This is an optimization exercise on Yosys and OpenROAD, whose aim is small area, a short achievable clock period and few clock cycles per item, not a production implementation. The RTL was checked by simulation tests, not by an equivalence proof against the original design. Power is estimated from default activity; no workload was simulated.

==> run a <==
## pipeCore
module pipeCore (
        input  logic        clk,
        input  logic        rstN,
        input  logic        instrValid,
        input  logic [31:0] instr,
        output logic        creditReturn,
        output logic        retireValid,
        output logic [36:0] retire
);
==> flow/config.mk <==
export PLATFORM = sky130hd
export DESIGN_NAME = pipeCore
export DESIGN_NICKNAME = pipeCore
export VERILOG_FILES = /design/flow/design.v
export SDC_FILE = /design/flow/constraint.sdc
export NUM_CORES = 4
export LEC_CHECK = 0
export ABC_CLOCK_PERIOD_IN_PS = 2500
export CAP_MARGIN = 20
export CORE_MARGIN = 2
export CORE_UTILIZATION = 25
export CTS_CLUSTER_DIAMETER = 100
export CTS_CLUSTER_SIZE = 20
export PLACE_DENSITY = 0.35
export SETUP_SLACK_MARGIN = 5.0
export SLEW_MARGIN = 20
export TNS_END_PERCENT = 5
==> flow/constraint.sdc <==
create_clock -name core_clock -period 8.5 [get_ports {clk}]
set_input_delay 1.7000 -clock core_clock [delete_from_list [all_inputs] [get_ports {clk}]]
set_output_delay 1.7000 -clock core_clock [all_outputs]
set_load 0.01 [all_outputs]
run.sh (not shown) runs the stock make flow with config.mk's settings and CLKGATE_MAP_FILE= SYNTH_SCRIPT=/design/flow/synth_recipe.tcl, a recipe that flattens the netlist after the stock synthesis.
==> run b: changes against run a <==
--- a/flow/design.v
+++ b/flow/design.v
@@ -99,14 +99,16 @@
         output logic            stD,        
         output cpuPkg::regAddr  destD,
         output cpuPkg::resSel   selD,
         output cpuPkg::dataWord opAD,
         output cpuPkg::dataWord opBD,
         output logic            fwdAD,
         output logic            fwdBD,
+        output cpuPkg::dataWord opSD,       
+        output logic            fwdSD,
         output logic [4:0]      shD,
         output logic [63:0]     memSelD,    
         output logic            stall       
 );
         logic [5:0]  op;
         logic [5:0]  fn;
         logic [15:0] imm;
@@ -149,34 +151,26 @@
         assign immSext = (op == cpuPkg::OP_ADDIU);
         assign destD = isR ? head[15:11] : head[20:16];
         assign stall = headValid && (selD.load || op == cpuPkg::OP_SW) &&
                        exWrites && exDest == rsAddr;
         assign wrD   = headValid && !stall && regWe && destD != '0;
         assign stD   = headValid && !stall && (op == cpuPkg::OP_SW);
         assign shD  = lui ? 5'd16 : head[10:6];
-        logic [7:0] ha, ga, pa;
-        logic       c2;
-        assign ha = readData1[7:0] ^ imm[7:0];
-        assign ga = readData1[7:0] & imm[7:0];
-        assign pa = readData1[7:0] | imm[7:0];
-        assign c2 = ga[1] | (ha[1] & ga[0]);
+        logic [7:0] addrD;
+        assign addrD = readData1[7:0] + imm[7:0];
         for (genvar k = 0; k < 64; k++)
         begin : g_word
-                logic [7:2] hit;
-                assign hit[2] = (ha[2] ^ k[0]) == c2;
-                for (genvar j = 3; j < 8; j++)
-                begin : g_bit
-                        assign hit[j] = (ha[j] ^ k[j-2]) == (k[j-3] ? ga[j-1] : pa[j-1]);
-                end
-                assign memSelD[k] = &hit;
+                assign memSelD[k] = (addrD[7:2] == 6'(k));
         end
         assign opAD  = readData1;
         assign opBD  = useImm ? {{16{immSext & imm[15]}}, imm} : readData2;
         assign fwdAD = exWrites && exDest == rsAddr;
         assign fwdBD = exWrites && exDest == rtAddr && !useImm;
+        assign opSD  = readData2;
+        assign fwdSD = exWrites && exDest == rtAddr && op == cpuPkg::OP_SW;
 endmodule
 `default_nettype wire
 `timescale 1ns/1ps
 `default_nettype none
 module regFile (
         input  logic            clk,
         input  logic            rstN,
@@ -238,24 +232,30 @@
         input  logic            stD,
         input  cpuPkg::regAddr  destD,
         input  cpuPkg::resSel   selD,
         input  cpuPkg::dataWord opAD,
         input  cpuPkg::dataWord opBD,
         input  logic            fwdAD,
         input  logic            fwdBD,
+        input  cpuPkg::dataWord opSD,
+        input  logic            fwdSD,
         input  logic [4:0]      shD,
         input  logic [63:0]     memSelD,
         output logic            wrE,
         output logic            stE,
         output cpuPkg::regAddr  destE,
         output cpuPkg::resSel   selE,
         output cpuPkg::dataWord opAE,
         output cpuPkg::dataWord opBE,
         output logic            fwdAE,
         output logic            fwdBE,
+        output logic            fwdAEn,     
+        output logic            fwdBEn,     
+        output cpuPkg::dataWord opSE,
+        output logic            fwdSE,
         output logic [4:0]      shE,
         output logic [63:0]     memSelE
 );
         always_ff @(posedge clk or negedge rstN)
         begin
                 if (!rstN)
                 begin
@@ -272,46 +272,56 @@
         begin
                 destE <= destD;
                 selE  <= selD;
                 opAE  <= opAD;
                 opBE  <= opBD;
                 fwdAE <= fwdAD;
                 fwdBE <= fwdBD;
+                fwdAEn <= !fwdAD;
+                fwdBEn <= !fwdBD;
+                opSE  <= opSD;
+                fwdSE <= fwdSD;
                 shE   <= shD;
                 memSelE <= memSelD;
         end
 endmodule
 `default_nettype wire
 `timescale 1ns/1ps
 `default_nettype none
 module executeStage (
         input  cpuPkg::resSel   selE,
         input  cpuPkg::dataWord opAE,
         input  cpuPkg::dataWord opBE,
         input  logic            fwdAE,
         input  logic            fwdBE,
+        input  logic            fwdAEn,
+        input  logic            fwdBEn,
+        input  cpuPkg::dataWord opSE,
+        input  logic            fwdSE,
         input  logic [4:0]      shE,
         input  cpuPkg::dataWord wbData,
         input  cpuPkg::dataWord loadData,
         output cpuPkg::dataWord storeData,
         output cpuPkg::dataWord result
 );
         cpuPkg::dataWord a;
         cpuPkg::dataWord b;
         cpuPkg::dataWord bx;
         cpuPkg::dataWord sum;
         logic            subMode;
         logic            lt;
-        assign a = fwdAE ? wbData : opAE;
-        assign b = fwdBE ? wbData : opBE;
+        assign a[15:0]  = fwdAE   ? wbData[15:0]  : opAE[15:0];
+        assign a[31:16] = !fwdAEn ? wbData[31:16] : opAE[31:16];
+        assign b[15:0]  = fwdBE   ? wbData[15:0]  : opBE[15:0];
+        assign b[31:16] = !fwdBEn ? wbData[31:16] : opBE[31:16];
         assign subMode = selE.sub | selE.slt;
         assign bx      = b ^ {32{subMode}};
         assign sum     = a + bx + {31'd0, subMode};
         assign lt      = (a[31] ^ b[31]) ? a[31] : sum[31];
-        assign storeData = b;
+        assign storeData = fwdSE ? wbData : opSE;
         assign result = ({32{selE.add | selE.sub}} & sum)
                       | ({32{selE.andOp}} & (a & b))
                       | ({32{selE.orOp}}  & (a | b))
                       | {31'd0, selE.slt & lt}
                       | ({32{selE.sll}}   & (b << shE))
                       | ({32{selE.load}}  & loadData);
 endmodule
@@ -393,21 +403,23 @@
         logic [31:0]     head;
         logic [31:0]     rsSel;
         logic [31:0]     rtSel;
         cpuPkg::regAddr  rsAddr;
         cpuPkg::regAddr  rtAddr;
         cpuPkg::dataWord readData1;
         cpuPkg::dataWord readData2;
-        logic            wrD, stD, fwdAD, fwdBD;
+        logic            wrD, stD, fwdAD, fwdBD, fwdSD;
+        cpuPkg::dataWord opSD;
         cpuPkg::regAddr  destD;
         cpuPkg::resSel   selD;
         cpuPkg::dataWord opAD, opBD;
         logic [4:0]      shD;
         logic [63:0]     memSelD;
-        logic            wrE, stE, fwdAE, fwdBE;
+        logic            wrE, stE, fwdAE, fwdBE, fwdAEn, fwdBEn, fwdSE;
+        cpuPkg::dataWord opSE;
         cpuPkg::regAddr  destE;
         cpuPkg::resSel   selE;
         cpuPkg::dataWord opAE, opBE;
         logic [4:0]      shE;
         logic [63:0]     memSelE;
         cpuPkg::dataWord storeData;
         cpuPkg::dataWord loadData;
@@ -442,14 +454,16 @@
                 .stD       (stD),
                 .destD     (destD),
                 .selD      (selD),
                 .opAD      (opAD),
                 .opBD      (opBD),
                 .fwdAD     (fwdAD),
                 .fwdBD     (fwdBD),
+                .opSD      (opSD),
+                .fwdSD     (fwdSD),
                 .shD       (shD),
                 .memSelD   (memSelD),
                 .stall     (stall)
         );
         regFile u_regFile (
                 .clk       (clk),
                 .rstN      (rstN),
@@ -472,33 +486,43 @@
                 .stD   (stD),
                 .destD (destD),
                 .selD  (selD),
                 .opAD  (opAD),
                 .opBD  (opBD),
                 .fwdAD (fwdAD),
                 .fwdBD (fwdBD),
+                .opSD  (opSD),
+                .fwdSD (fwdSD),
                 .shD   (shD),
                 .memSelD (memSelD),
                 .wrE   (wrE),
                 .stE   (stE),
                 .destE (destE),
                 .selE  (selE),
                 .opAE  (opAE),
                 .opBE  (opBE),
                 .fwdAE (fwdAE),
                 .fwdBE (fwdBE),
+                .fwdAEn (fwdAEn),
+                .fwdBEn (fwdBEn),
+                .opSE  (opSE),
+                .fwdSE (fwdSE),
                 .shE   (shE),
                 .memSelE (memSelE)
         );
         executeStage u_executeStage (
                 .selE      (selE),
                 .opAE      (opAE),
                 .opBE      (opBE),
                 .fwdAE     (fwdAE),
                 .fwdBE     (fwdBE),
+                .fwdAEn    (fwdAEn),
+                .fwdBEn    (fwdBEn),
+                .opSE      (opSE),
+                .fwdSE     (fwdSE),
                 .shE       (shE),
                 .wbData    (wbData),
                 .loadData  (loadData),
                 .storeData (storeData),
                 .result    (result)
         );
         memWbStage u_memWbStage (
Settings changed: CORE_UTILIZATION 25 to 30, PLACE_DENSITY 0.35 to 0.45, TNS_END_PERCENT 5 to 100.
==> run c: changes against run a <==
--- a/flow/design.v
+++ b/flow/design.v
@@ -33,25 +33,22 @@
         input  logic        clk,
         input  logic        rstN,
         input  logic        instrValid,
         input  logic [31:0] instr,
         input  logic        stall,
         output logic        headValid,
         output logic [31:0] head,
-        output logic [31:0] rsSel,        
-        output logic [31:0] rtSel,
         output logic        creditReturn
 );
         logic [31:0] skid;
         logic [1:0]  occ;         
         logic [1:0]  owed;        
         logic [1:0]  occNext;
         logic [1:0]  owedNext;
         logic        advance;
-        logic [31:0] headNext;
         assign headValid = (occ != 2'd0);
         assign advance   = headValid && !stall;
         assign occNext  = occ - 2'(advance) + 2'(instrValid);
         assign owedNext = owed + 2'(instrValid) - 2'(creditReturn);
         always_ff @(posedge clk or negedge rstN)
         begin
                 if (!rstN)
@@ -63,26 +60,18 @@
                 else
                 begin
                         occ          <= occNext;
                         owed         <= owedNext;
                         creditReturn <= (owedNext != 2'd0) && (occNext == owedNext) && !stall;
                 end
         end
-        assign headNext = (occ == 2'd2) ? skid : instr;
         always_ff @(posedge clk)
         begin
                 if (!headValid || advance)
-                begin
-                        head <= headNext;
-                        for (int i = 0; i < 32; i++)
-                        begin
-                                rsSel[i] <= (headNext[25:21] == 5'(i));
-                                rtSel[i] <= (headNext[20:16] == 5'(i));
-                        end
-                end
+                        head <= (occ == 2'd2) ? skid : instr;
                 if ((occ == 2'd2 && advance) || (occ == 2'd1 && !advance))
                         skid <= instr;
         end
 endmodule
 `default_nettype wire
 `timescale 1ns/1ps
 `default_nettype none
@@ -100,15 +89,15 @@
         output cpuPkg::regAddr  destD,
         output cpuPkg::resSel   selD,
         output cpuPkg::dataWord opAD,
         output cpuPkg::dataWord opBD,
         output logic            fwdAD,
         output logic            fwdBD,
         output logic [4:0]      shD,
-        output logic [63:0]     memSelD,    
+        output logic [5:0]      idxD,       
         output logic            stall       
 );
         logic [5:0]  op;
         logic [5:0]  fn;
         logic [15:0] imm;
         logic        isR;
         logic        useImm;
@@ -149,45 +138,30 @@
         assign immSext = (op == cpuPkg::OP_ADDIU);
         assign destD = isR ? head[15:11] : head[20:16];
         assign stall = headValid && (selD.load || op == cpuPkg::OP_SW) &&
                        exWrites && exDest == rsAddr;
         assign wrD   = headValid && !stall && regWe && destD != '0;
         assign stD   = headValid && !stall && (op == cpuPkg::OP_SW);
         assign shD  = lui ? 5'd16 : head[10:6];
-        logic [7:0] ha, ga, pa;
-        logic       c2;
-        assign ha = readData1[7:0] ^ imm[7:0];
-        assign ga = readData1[7:0] & imm[7:0];
-        assign pa = readData1[7:0] | imm[7:0];
-        assign c2 = ga[1] | (ha[1] & ga[0]);
-        for (genvar k = 0; k < 64; k++)
-        begin : g_word
-                logic [7:2] hit;
-                assign hit[2] = (ha[2] ^ k[0]) == c2;
-                for (genvar j = 3; j < 8; j++)
-                begin : g_bit
-                        assign hit[j] = (ha[j] ^ k[j-2]) == (k[j-3] ? ga[j-1] : pa[j-1]);
-                end
-                assign memSelD[k] = &hit;
-        end
+        logic [7:0] addrD;
+        assign addrD = readData1[7:0] + imm[7:0];
+        assign idxD  = addrD[7:2];
         assign opAD  = readData1;
         assign opBD  = useImm ? {{16{immSext & imm[15]}}, imm} : readData2;
         assign fwdAD = exWrites && exDest == rsAddr;
         assign fwdBD = exWrites && exDest == rtAddr && !useImm;
 endmodule
 `default_nettype wire
 `timescale 1ns/1ps
 `default_nettype none
 module regFile (
         input  logic            clk,
         input  logic            rstN,
         input  cpuPkg::regAddr  rsAddr,
         input  cpuPkg::regAddr  rtAddr,
-        input  logic [31:0]     rsSel,    
-        input  logic [31:0]     rtSel,
         output cpuPkg::dataWord readData1,
         output cpuPkg::dataWord readData2,
         input  logic            we,       
         input  cpuPkg::regAddr  wAddr,
         input  cpuPkg::dataWord wData,
         input  cpuPkg::regAddr  byAddr,   
         input  cpuPkg::dataWord byData
@@ -208,16 +182,16 @@
                                 written[i] <= 1'b1;
         end
         logic [31:0]       sel1, sel2;
         logic [31:0][31:0] col1, col2;    
         cpuPkg::dataWord        rd1, rd2;
         for (genvar i = 0; i < 32; i++)
         begin : g_sel
-                assign sel1[i] = written[i] && rsSel[i];
-                assign sel2[i] = written[i] && rtSel[i];
+                assign sel1[i] = written[i] && rsAddr == 5'(i);
+                assign sel2[i] = written[i] && rtAddr == 5'(i);
         end
         for (genvar b = 0; b < 32; b++)
         begin : g_col
                 for (genvar i = 0; i < 32; i++)
                 begin : g_reg
                         assign col1[b][i] = sel1[i] & regs[i][b];
                         assign col2[b][i] = sel2[i] & regs[i][b];
@@ -239,25 +213,25 @@
         input  cpuPkg::regAddr  destD,
         input  cpuPkg::resSel   selD,
         input  cpuPkg::dataWord opAD,
         input  cpuPkg::dataWord opBD,
         input  logic            fwdAD,
         input  logic            fwdBD,
         input  logic [4:0]      shD,
-        input  logic [63:0]     memSelD,
+        input  logic [5:0]      idxD,
         output logic            wrE,
         output logic            stE,
         output cpuPkg::regAddr  destE,
         output cpuPkg::resSel   selE,
         output cpuPkg::dataWord opAE,
         output cpuPkg::dataWord opBE,
         output logic            fwdAE,
         output logic            fwdBE,
         output logic [4:0]      shE,
-        output logic [63:0]     memSelE
+        output logic [5:0]      idxE
 );
         always_ff @(posedge clk or negedge rstN)
         begin
                 if (!rstN)
                 begin
                         wrE <= 1'b0;
                         stE <= 1'b0;
@@ -273,29 +247,31 @@
                 destE <= destD;
                 selE  <= selD;
                 opAE  <= opAD;
                 opBE  <= opBD;
                 fwdAE <= fwdAD;
                 fwdBE <= fwdBD;
                 shE   <= shD;
-                memSelE <= memSelD;
+                idxE  <= idxD;
         end
 endmodule
 `default_nettype wire
 `timescale 1ns/1ps
 `default_nettype none
 module executeStage (
         input  cpuPkg::resSel   selE,
         input  cpuPkg::dataWord opAE,
         input  cpuPkg::dataWord opBE,
         input  logic            fwdAE,
         input  logic            fwdBE,
         input  logic [4:0]      shE,
+        input  logic [5:0]      idxE,
         input  cpuPkg::dataWord wbData,
         input  cpuPkg::dataWord loadData,
+        output logic [5:0]      memIdx,
         output cpuPkg::dataWord storeData,
         output cpuPkg::dataWord result
 );
         cpuPkg::dataWord a;
         cpuPkg::dataWord b;
         cpuPkg::dataWord bx;
         cpuPkg::dataWord sum;
@@ -303,77 +279,78 @@
         logic            lt;
         assign a = fwdAE ? wbData : opAE;
         assign b = fwdBE ? wbData : opBE;
         assign subMode = selE.sub | selE.slt;
         assign bx      = b ^ {32{subMode}};
         assign sum     = a + bx + {31'd0, subMode};
         assign lt      = (a[31] ^ b[31]) ? a[31] : sum[31];
+        assign memIdx    = idxE;
         assign storeData = b;
         assign result = ({32{selE.add | selE.sub}} & sum)
                       | ({32{selE.andOp}} & (a & b))
                       | ({32{selE.orOp}}  & (a | b))
                       | {31'd0, selE.slt & lt}
                       | ({32{selE.sll}}   & (b << shE))
                       | ({32{selE.load}}  & loadData);
 endmodule
 `default_nettype wire
 `timescale 1ns/1ps
 `default_nettype none
 module memWbStage (
         input  logic             clk,
         input  logic             rstN,
-        input  logic [63:0]      memSel,    
+        input  logic [5:0]       memIdx,
         input  logic             storeE,
         input  cpuPkg::dataWord  storeData,
         output cpuPkg::dataWord  loadData,
         input  logic             wrE,
         input  cpuPkg::regAddr   destE,
         input  cpuPkg::dataWord  result,
         output logic             wbWe,
-        output logic             retValid,
         output cpuPkg::regAddr   wbReg,
         output cpuPkg::dataWord  wbData,
         output cpuPkg::regAddr   retReg,
         output cpuPkg::dataWord  retData
 );
         logic [63:0][31:0] dmem;
-        logic              wbWeN;
+        logic [63:0]       sel;    
         for (genvar i = 0; i < 64; i++)
         begin : g_word
                 always_ff @(posedge clk)
-                        if (storeE && memSel[i])
+                        if (storeE && sel[i])
                                 dmem[i] <= storeData;
         end
         logic [31:0][63:0] col;    
+        for (genvar i = 0; i < 64; i++)
+        begin : g_sel
+                assign sel[i] = (memIdx == 6'(i));
+        end
         for (genvar b = 0; b < 32; b++)
         begin : g_col
                 for (genvar i = 0; i < 64; i++)
                 begin : g_w
-                        assign col[b][i] = memSel[i] & dmem[i][b];
+                        assign col[b][i] = sel[i] & dmem[i][b];
                 end
                 assign loadData[b] = |col[b];
         end
         always_ff @(posedge clk or negedge rstN)
         begin
                 if (!rstN)
                 begin
-                        wbWeN    <= 1'b1;
-                        retValid <= 1'b0;
-                        retReg   <= '0;
-                        retData  <= '0;
+                        wbWe    <= 1'b0;
+                        retReg  <= '0;
+                        retData <= '0;
                 end
                 else
                 begin
-                        wbWeN    <= !wrE;
-                        retValid <= wrE;
-                        retReg   <= destE;
-                        retData  <= result;
+                        wbWe    <= wrE;
+                        retReg  <= destE;
+                        retData <= result;
                 end
         end
-        assign wbWe = !wbWeN;
         always_ff @(posedge clk)
         begin
                 wbReg  <= destE;
                 wbData <= result;
         end
 endmodule
 `default_nettype wire
@@ -387,32 +364,31 @@
         output logic        creditReturn,
         output logic        retireValid,
         output logic [36:0] retire
 );
         logic            headValid;
         logic            stall;
         logic [31:0]     head;
-        logic [31:0]     rsSel;
-        logic [31:0]     rtSel;
         cpuPkg::regAddr  rsAddr;
         cpuPkg::regAddr  rtAddr;
         cpuPkg::dataWord readData1;
         cpuPkg::dataWord readData2;
         logic            wrD, stD, fwdAD, fwdBD;
         cpuPkg::regAddr  destD;
         cpuPkg::resSel   selD;
         cpuPkg::dataWord opAD, opBD;
         logic [4:0]      shD;
-        logic [63:0]     memSelD;
+        logic [5:0]      idxD;
         logic            wrE, stE, fwdAE, fwdBE;
         cpuPkg::regAddr  destE;
         cpuPkg::resSel   selE;
         cpuPkg::dataWord opAE, opBE;
         logic [4:0]      shE;
-        logic [63:0]     memSelE;
+        logic [5:0]      idxE;
+        logic [5:0]      memIdx;
         cpuPkg::dataWord storeData;
         cpuPkg::dataWord loadData;
         cpuPkg::dataWord result;
         logic            wbWe;
         cpuPkg::regAddr  wbReg;
         cpuPkg::dataWord wbData;
         cpuPkg::regAddr  retReg;
@@ -421,16 +397,14 @@
                 .clk          (clk),
                 .rstN         (rstN),
                 .instrValid   (instrValid),
                 .instr        (instr),
                 .stall        (stall),
                 .headValid    (headValid),
                 .head         (head),
-                .rsSel        (rsSel),
-                .rtSel        (rtSel),
                 .creditReturn (creditReturn)
         );
         decodeStage u_decodeStage (
                 .headValid (headValid),
                 .head      (head),
                 .rsAddr    (rsAddr),
                 .rtAddr    (rtAddr),
@@ -443,29 +417,27 @@
                 .destD     (destD),
                 .selD      (selD),
                 .opAD      (opAD),
                 .opBD      (opBD),
                 .fwdAD     (fwdAD),
                 .fwdBD     (fwdBD),
                 .shD       (shD),
-                .memSelD   (memSelD),
+                .idxD      (idxD),
                 .stall     (stall)
         );
         regFile u_regFile (
                 .clk       (clk),
                 .rstN      (rstN),
                 .rsAddr    (rsAddr),
                 .rtAddr    (rtAddr),
-                .rsSel     (rsSel),
-                .rtSel     (rtSel),
                 .readData1 (readData1),
                 .readData2 (readData2),
                 .we        (wbWe),
-                .wAddr     (wbReg),
-                .wData     (wbData),
+                .wAddr     (retReg),
+                .wData     (retData),
                 .byAddr    (wbReg),
                 .byData    (wbData)
         );
         idExReg u_idExReg (
                 .clk   (clk),
                 .rstN  (rstN),
                 .wrD   (wrD),
@@ -473,51 +445,53 @@
                 .destD (destD),
                 .selD  (selD),
                 .opAD  (opAD),
                 .opBD  (opBD),
                 .fwdAD (fwdAD),
                 .fwdBD (fwdBD),
                 .shD   (shD),
-                .memSelD (memSelD),
+                .idxD  (idxD),
                 .wrE   (wrE),
                 .stE   (stE),
                 .destE (destE),
                 .selE  (selE),
                 .opAE  (opAE),
                 .opBE  (opBE),
                 .fwdAE (fwdAE),
                 .fwdBE (fwdBE),
                 .shE   (shE),
-                .memSelE (memSelE)
+                .idxE  (idxE)
         );
         executeStage u_executeStage (
                 .selE      (selE),
                 .opAE      (opAE),
                 .opBE      (opBE),
                 .fwdAE     (fwdAE),
                 .fwdBE     (fwdBE),
                 .shE       (shE),
+                .idxE      (idxE),
                 .wbData    (wbData),
                 .loadData  (loadData),
+                .memIdx    (memIdx),
                 .storeData (storeData),
                 .result    (result)
         );
         memWbStage u_memWbStage (
                 .clk       (clk),
                 .rstN      (rstN),
-                .memSel    (memSelE),
+                .memIdx    (memIdx),
                 .storeE    (stE),
                 .storeData (storeData),
                 .loadData  (loadData),
                 .wrE       (wrE),
                 .destE     (destE),
                 .result    (result),
                 .wbWe      (wbWe),
-                .retValid  (retireValid),
                 .wbReg     (wbReg),
                 .wbData    (wbData),
                 .retReg    (retReg),
                 .retData   (retData)
         );
+        assign retireValid = wbWe;
         assign retire      = {retReg, retData};
 endmodule
 `default_nettype wire
Settings changed: CORE_UTILIZATION 25 to 30, PLACE_DENSITY 0.35 to 0.45, TNS_END_PERCENT 5 to 100.
==> notes <==
Critical path depth: run a < run c < run b.
First-iteration DRC count: run b is larger than run c (4.3%).
The highest non-clock buffer count belongs to run c, the lowest to run b.
Combinational power: run a > run b > run c.
Between run b and run c, the lower setup slack is in run b (gap 0.010 ns).
The lowest synthesized cell count belongs to run b, the highest to run c.
Die area: run a > run b > run c.
Wire length: run a > run b > run c.
Count of clock-buffer cells in the layout, lowest first: run c, run a, run b.
Against run a, the total power of run b is lower by about 3.3%.
Testbench counts of run a, summed over its fixed seeds: cycles 16,157, instrs 16,000.
Testbench counts of run b, summed over its fixed seeds: cycles 16,157, instrs 16,000.
Testbench counts of run c, summed over its fixed seeds: cycles 16,157, instrs 16,000.

-- static timing again, ports no longer ideal --
The flow's constraints put no driver on any port. The routed layouts listed below were extracted and timed again, unchanged, in two steps. Step 1, drivers: a clkbuf_16 drives clk and a buf_2 each remaining input, both assumed. Step 2 also shifts input and output timing later by t, the mid clock arrival at the registers, as if the neighbouring blocks saw the same clock. a / b / c = ideal / step 1 / step 2; a / b = the first two.
run | t (ns) | slack for setup (ns) | worst setup path at the end
run a | 1.079 | 4.621 / 4.621 / 4.621 | register to register
run b | 1.067 | 4.607 / 4.607 / 4.607 | register to register
run c | 1.063 | 4.618 / 4.618 / 4.618 | register to register
After both steps setup and hold are still met in every run listed.
